Background: an optimization exercise with open tools, aiming at small area. Do not read the settings as production practice.
RTL that was checked went through simulation tests only; none was proved equivalent to the original.
No activity file was given, so power comes from the tool's default toggle rates.

## joystick_axes_to_cursor_motion_unit
module joystick_axes_to_cursor_motion_unit #(
    parameter int ADC_BITS = 10
) (
    input  logic        clk,
    input  logic        rst_n,
    input  logic        s_axis_tvalid,
    output logic        s_axis_tready,
    input  logic [47:0] s_axis_tdata,
    output logic        m_axis_tvalid,
    input  logic        m_axis_tready,
    output logic [39:0] m_axis_tdata,
    input  logic        cfg_we,
    input  logic [2:0]  cfg_addr,
    input  logic [9:0]  cfg_data
);
Size: roughly 880 cells after synthesis, ~110 I/O pins.
clock: 8.0 ns
lec_check: 0
cap_margin: 20
core_margin: 2
core_utilization: 40
slew_margin: 20
standard.sh (not shown) runs the stock make flow with config.mk's settings and CLKGATE_MAP_FILE= SYNTH_SCRIPT=/design/flow/synth_recipe.tcl, a recipe that flattens the netlist after the stock synthesis.
==> flow/flow/run.sh <==
#!/bin/bash
set -euo pipefail
bash standard.sh \
  "BUFFER_PORTS_ARGS=-buffer_cell sky130_fd_sc_hd__buf_1" \
  "CTS_ARGS=-sink_clustering_enable -repair_clock_nets -dont_use_dummy_load -buf_list sky130_fd_sc_hd__clkbuf_8 -sink_clustering_size 30" \
  finish > run_standard.log 2>&1
The baseline finished clean.
Rerun with:
==> flow/flow/run.sh (replaced) <==
#!/bin/bash
set -euo pipefail
bash standard.sh \
  "BUFFER_PORTS_ARGS=-buffer_cell sky130_fd_sc_hd__buf_1" \
  "CTS_ARGS=-sink_clustering_enable -repair_clock_nets -dont_use_dummy_load -buf_list {sky130_fd_sc_hd__clkbuf_4 sky130_fd_sc_hd__clkbuf_8}" \
  finish > run_standard.log 2>&1
After rerunning: The changed run produced a clean layout; non-clock buffer count does not change; clock-buffer cell count is unchanged; setup slack stays the same; final area stays the same; maximum frequency stays the same; power is unchanged; routed wire length stays the same; combinational power hardly moves; utilization does not change; first-iteration DRC count stays the same; via count stays the same.
No run of this note included a check of the RTL's function; only the layout flow was run.

* * *

The RTL this note starts from:
==> flow/design.v <==
package jac_pkg;
    localparam int ADC_BITS_DEF = 10;
endpackage
module joystick_axes_to_cursor_motion_unit #(
    parameter int ADC_BITS = 10
) (
    input  logic        clk,
    input  logic        rst_n,
    input  logic        s_axis_tvalid,
    output logic        s_axis_tready,
    input  logic [47:0] s_axis_tdata,
    output logic        m_axis_tvalid,
    input  logic        m_axis_tready,
    output logic [39:0] m_axis_tdata,
    input  logic        cfg_we,
    input  logic [2:0]  cfg_addr,
    input  logic [9:0]  cfg_data
);
    localparam logic [4:0] PH_IDLE  = 5'd0;
    localparam logic [4:0] PH_START = 5'd1;
    localparam logic [4:0] PH_N1    = 5'd2;    
    localparam logic [4:0] PH_N2    = 5'd3;    
    localparam logic [4:0] PH_S1    = 5'd4;    
    localparam logic [4:0] PH_S2    = 5'd5;    
    localparam logic [4:0] PH_D1    = 5'd6;    
    localparam logic [4:0] PH_D2    = 5'd7;    
    localparam logic [4:0] PH_M100  = 5'd16;    
    localparam logic [4:0] PH_DIVS  = 5'd25;    
    localparam logic [4:0] PH_LDPCT = 5'd8;   
    localparam logic [4:0] PH_DIVD  = 5'd26;   
    localparam logic [4:0] PH_MULP  = 5'd17;   
    localparam logic [4:0] PH_MULMS = 5'd19;   
    localparam logic [4:0] PH_DIV100= 5'd24;   
    localparam logic [4:0] PH_SFIX  = 5'd10;   
    localparam logic [4:0] PH_EMIT  = 5'd18;   
    localparam logic [4:0] PH_FLAG  = 5'd11;
    localparam logic [4:0] PH_ACC   = 5'd12;
    logic [4:0]  ph, ph_n;
    logic [4:0]  cnt, cnt_n;
    logic [1:0]  axis, lane;
    logic [22:0] z, znext;
    logic        zhold;
    logic [9:0]  m;
    logic        neg, zero, seen;
    logic [6:0]  acnt, cval;
    logic [9:0]  org [4];
    logic [9:0]  amin, amax;
    logic [7:0]  mspd, sdiv;
    logic [29:0] outr;    
    logic        oval;
    logic [9:0]  r_i, o_i;
    logic [7:0]  d_eff;
    logic [12:0] f;
    logic [11:0] y;
    logic        sub, rev;
    logic [12:0] sum;
    logic [13:0] cy;
    logic [8:0]  vc;
    logic [5:0]  cb;
    logic [7:0]  ac;
    logic [6:0]  acnt_inc;
    logic [12:0] xa, yb;
    logic        ge;
    logic [6:0]  pctfix, sfix;
    logic        mb, ebit;
    logic [7:0]  v, vabs;
    logic        v_gt, v_lt, v_nz;
    logic [6:0]  cnew;
    logic        report;
    logic        last, last3;
    assign lane   = {axis[1], axis[1] ? axis[0] : !axis[0]};
    assign r_i    = s_axis_tdata[lane*10 +: 10];
    assign o_i    = org[lane];
    assign d_eff  = sdiv;
    assign f      = z[22:10];
    assign report = outr[29];
    assign last   = (cnt == 5'd0);
    always_comb
    begin
        ac[0] = 1'b1;
        for (int i = 0; i < 7; i++)
        begin
            acnt_inc[i] = acnt[i] ^ ac[i];
            ac[i+1]     = acnt[i] & ac[i];
        end
    end
    assign last3  = (ph == PH_EMIT) && (axis == 2'd3);
    always_comb
    begin
        if (ph[4])
        begin
            case (ph[1:0])
                2'd0:    y = {8'd100, 4'd0};
                2'd1:    y = {1'b0, m, 1'b0};
                2'd2:    y = {3'd0, d_eff, 1'b0};
                default: y = {mspd, 4'd0};
            endcase
            sub = ph[3] && !f[12];
            rev = 1'b0;
        end
        else
        begin
            y   = {1'b0, o_i, 1'b0};
            rev = neg && (ph == PH_S2 || ph == PH_D2);
            sub = !rev;
        end
        xa     = rev ? ~f : f;
        yb     = sub ? ~{1'b0, y} : {1'b0, y};
        cy[0]  = sub | rev;
        for (int i = 0; i < 13; i++)
        begin
            sum[i]  = xa[i] ^ yb[i] ^ cy[i];
            cy[i+1] = (xa[i] & yb[i]) | (cy[i] & (xa[i] ^ yb[i]));
        end
        ge  = !sum[12];
    end
    always_comb
    begin
        pctfix = zero ? 7'd0 : ((z[7] || z[6:0] >= 7'd100) ? 7'd100 : z[6:0]);
        sfix   = !report ? 7'd0 : ((z[14:7] != 8'd0) ? 7'd127 : z[6:0]);
        ebit   = z[0] ^ (neg & seen);
        mb     = (ph == PH_EMIT) ? ebit : z[0];
        v      = z[10:3];
        v_gt   = !v[7] && (v[6:0] > 7'd5);
        v_lt   = v[7] && (v[6:0] < 7'd123);
        v_nz   = v != 8'd0;
        vc[0]  = v[7];
        for (int i = 0; i < 8; i++)
        begin
            vabs[i]  = (v[i] ^ v[7]) ^ vc[i];
            vc[i+1]  = (v[i] ^ v[7]) & vc[i];
        end
        cnew   = (vabs >= 8'd99) ? 7'd99 : vabs[6:0];
    end
    always_comb
    begin
        if (ph[4] && ph[3])
        begin
            if (ph == PH_DIVD && last)
                znext = {12'd0, z[9:0], ge};
            else
                znext = {sum[11:0], z[9:0], ge};
        end
        else
        begin
            case (ph)
                PH_N1, PH_D1: znext = {2'b0, r_i, 11'd0};
                PH_S1:        znext = {2'b0, neg ? amin : amax, 11'd0};
                PH_D2:        znext = {sum, 10'd0};
                PH_LDPCT:     znext = {12'd0, pctfix, 4'd0};
                PH_SFIX:      znext = {16'd0, sfix};
                default:      znext = (mb && !last3) ? {1'b0, sum, z[9:1]}
                                                     : {1'b0, last3 & ebit, f[11:0], z[9:1]};
            endcase
        end
    end
    assign zhold = (ph == PH_IDLE) || (ph == PH_START) || (ph == PH_FLAG) || (ph == PH_ACC);
    always_comb
    begin
        ph_n  = ph;
        cb[0] = 1'b1;
        for (int i = 0; i < 5; i++)
        begin
            cnt_n[i] = cnt[i] ^ cb[i];
            cb[i+1]  = !cnt[i] & cb[i];
        end
        case (ph)
            PH_IDLE:   if (s_axis_tvalid && !oval) ph_n = PH_START;
            PH_START:  ph_n = (acnt == 7'd100) ? PH_N1 : PH_SFIX;
            PH_N1:     ph_n = PH_N2;
            PH_N2:     ph_n = PH_S1;
            PH_S1:     ph_n = PH_S2;
            PH_S2:     ph_n = PH_D1;
            PH_D1:     ph_n = PH_D2;
            PH_D2:     begin ph_n = PH_M100; cnt_n = 5'd20; end
            PH_M100:   if (last) begin ph_n = PH_DIVS; cnt_n = 5'd7; end
            PH_DIVS:   if (last) ph_n = PH_LDPCT;
            PH_LDPCT:  begin ph_n = PH_DIVD; cnt_n = 5'd7; end
            PH_DIVD:   if (last) begin ph_n = PH_MULP; cnt_n = 5'd10; end
            PH_MULP:   if (last) begin ph_n = PH_MULMS; cnt_n = 5'd13; end
            PH_MULMS:  if (last) begin ph_n = PH_DIV100; cnt_n = 5'd14; end
            PH_DIV100: if (last) ph_n = PH_SFIX;
            PH_SFIX:   begin ph_n = PH_EMIT; cnt_n = 5'd7; end
            PH_EMIT:   if (last) ph_n = PH_FLAG;
            PH_FLAG:   ph_n = (axis == 2'd3) ? PH_ACC : (report ? PH_N1 : PH_SFIX);
            PH_ACC:    ph_n = PH_IDLE;
            default:   ph_n = PH_IDLE;
        endcase
    end
    assign s_axis_tready = (ph == PH_ACC);
    always_ff @(posedge clk or negedge rst_n)
    begin
        if (!rst_n)
        begin
            ph   <= PH_IDLE;
            oval <= 1'b0;
            acnt <= 7'd0;
            cval <= 7'd0;
            for (int i = 0; i < 4; i++)
                org[i] <= 10'd512;
            amin <= 10'd0;
            amax <= 10'd1023;
            mspd <= 8'd2;
            sdiv <= 8'd20;
        end
        else
        begin
            ph <= ph_n;
            if (ph == PH_ACC)
            begin
                oval <= 1'b1;
                acnt <= report ? cval : acnt_inc;
            end
            else if (m_axis_tready)
                oval <= 1'b0;
            if (ph == PH_FLAG && v_nz && !axis[1])
                cval <= cnew;
            if (cfg_we)
            begin
                case (cfg_addr)
                    3'd0: org[0] <= cfg_data;
                    3'd1: org[1] <= cfg_data;
                    3'd2: org[2] <= cfg_data;
                    3'd3: org[3] <= cfg_data;
                    3'd4: amin   <= cfg_data;
                    3'd5: amax   <= cfg_data;
                    3'd6: mspd   <= cfg_data[7:0];
                    3'd7: sdiv   <= {cfg_data[7:1], cfg_data[0] | (cfg_data[7:1] == 7'd0)};
                    default: ;
                endcase
            end
        end
    end
    always_ff @(posedge clk)
    begin
        cnt <= cnt_n;
        z[22]    <= znext[22];
        z[13:0]  <= znext[13:0];
        if (!zhold)
            z[21:14] <= znext[21:14];
        seen <= (ph != PH_SFIX) && (seen || z[0]);
        case (ph)
            PH_START:
            begin
                outr[29] <= acnt == 7'd100;
                outr[28] <= !s_axis_tdata[40];
                axis     <= 2'd0;
            end
            PH_N2:     neg <= !ge;
            PH_S2:
            begin
                m    <= sum[10:1];
                zero <= !ge || (sum[10:1] == 10'd0);
            end
            PH_LDPCT:  m <= {3'd0, pctfix};
            PH_FLAG:
            begin
                axis <= {axis[1] ^ axis[0], !axis[0]};
                if (axis == 2'd0)
                begin
                    outr[26] <= v_gt;
                    outr[27] <= v_lt;
                end
                if (axis == 2'd1)
                begin
                    outr[24] <= v_gt;
                    outr[25] <= v_lt;
                end
            end
            default: ;
        endcase
        if (ph == PH_EMIT)
        begin
            if (axis != 2'd3)
                outr[23:0] <= {ebit, outr[23:1]};
        end
    end
    assign m_axis_tvalid = oval;
    assign m_axis_tdata  = {2'b00, outr[29:28], outr[27:24], z[21:14], outr[23:16], outr[7:0], outr[15:8]};
endmodule
==> flow/config.mk <==
export PLATFORM = sky130hd
export DESIGN_NAME = joystick_axes_to_cursor_motion_unit
export DESIGN_NICKNAME = joystick_axes_to_cursor_motion_unit
export VERILOG_FILES = /design/flow/design.v
export SDC_FILE = /design/flow/constraint.sdc
export NUM_CORES = 4
export LEC_CHECK = 0
export CAP_MARGIN = 20
export CORE_MARGIN = 2
export CORE_UTILIZATION = 65
export GPL_ROUTABILITY_DRIVEN = 0
export GPL_TIMING_DRIVEN = 0
export SLEW_MARGIN = 20
==> flow/constraint.sdc <==
create_clock -name core_clock -period 8.0 [get_ports {clk}]
set_input_delay 1.6000 -clock core_clock [delete_from_list [all_inputs] [get_ports {clk}]]
set_output_delay 1.6000 -clock core_clock [all_outputs]
set_load 0.01 [all_outputs]
==> flow/flow/run.sh <==
#!/bin/bash
set -euo pipefail
bash standard.sh \
  "BUFFER_PORTS_ARGS=-buffer_cell sky130_fd_sc_hd__buf_1" \
  "CTS_ARGS=-sink_clustering_enable -repair_clock_nets -dont_use_dummy_load -buf_list sky130_fd_sc_hd__clkbuf_8" \
  finish > run_standard.log 2>&1
Rerun with:
Settings changed: CAP_MARGIN 20 to 0, GPL_ROUTABILITY_DRIVEN 0 to unset, GPL_TIMING_DRIVEN 0 to unset, SLEW_MARGIN 20 to 0.
Setup slack is better by 0.29 ns.
Via count drops by 5.7%.
Routed wire length drops by 2.7%.
Rerun with:
==> flow/flow/run.sh (replaced) <==
#!/bin/bash
set -euo pipefail
bash standard.sh \
  "BUFFER_PORTS_ARGS=-buffer_cell sky130_fd_sc_hd__buf_1" \
  "CTS_ARGS=-sink_clustering_enable -repair_clock_nets -dont_use_dummy_load -buf_list sky130_fd_sc_hd__clkbuf_8 -sink_clustering_size 30 -sink_clustering_max_diameter 100" \
  finish > run_standard.log 2>&1
Settings changed: CAP_MARGIN 0 to 20, SLEW_MARGIN 0 to 20.
Result: Non-clock buffer count is unchanged; critical path depth stays the same; total power hardly moves; combinational power hardly moves.
Rerun with:
==> flow/flow/run.sh (replaced) <==
#!/bin/bash
set -euo pipefail
bash standard.sh \
  "BUFFER_PORTS_ARGS=-buffer_cell sky130_fd_sc_hd__buf_1" \
  "CTS_ARGS=-sink_clustering_enable -repair_clock_nets -dont_use_dummy_load -buf_list sky130_fd_sc_hd__clkbuf_8 -sink_clustering_size 50 -sink_clustering_max_diameter 200" \
  finish > run_standard.log 2>&1
Result:
- The changed run went through all stages and came out clean
- via count does not change
- cell count stays the same
- combinational power is about the same
- count of clock-buffer cells in the layout stays the same
- die area does not change
- utilization does not change
- worst hold slack is unchanged
- cell area stays the same

[static timing again, ports no longer ideal]
No port has a modelled driver above. Below, the same layouts with a new extraction and two added sets of constraints.
Step 1 sets driving cells, clkbuf_16 on the clock port and buf_2 on the other inputs (assumed; they add their load-dependent delay and slew).
Step 2 adds t to the input delays and takes it off the output delays; t is the mean of the earliest and latest rising clock arrival at the registers after step 1. Input paths then give back, and output paths get back, about the clock's delay inside the block.
Three values: ideal, step 1, step 2; two values: the first two.
run | t, ns | slack for setup (ns) | worst data-port slew with drivers (ns)
the first run of note 1 | 0.498 | 2.298 / 2.298 / 2.298 | 0.06
the second run of note 1 | 0.498 | 2.298 / 2.298 / 2.298 | 0.06
the first run of note 2 | 0.491 | 0.597 / 0.597 / 0.597 | 0.06
the second run of note 2 | 0.483 | 0.882 / 0.882 / 0.882 | 0.05
the third run of note 2 | 0.484 | 0.901 / 0.901 / 0.901 | 0.04
the fourth run of note 2 | 0.484 | 0.901 / 0.901 / 0.901 | 0.04
After both steps setup and hold are still met in every run listed.
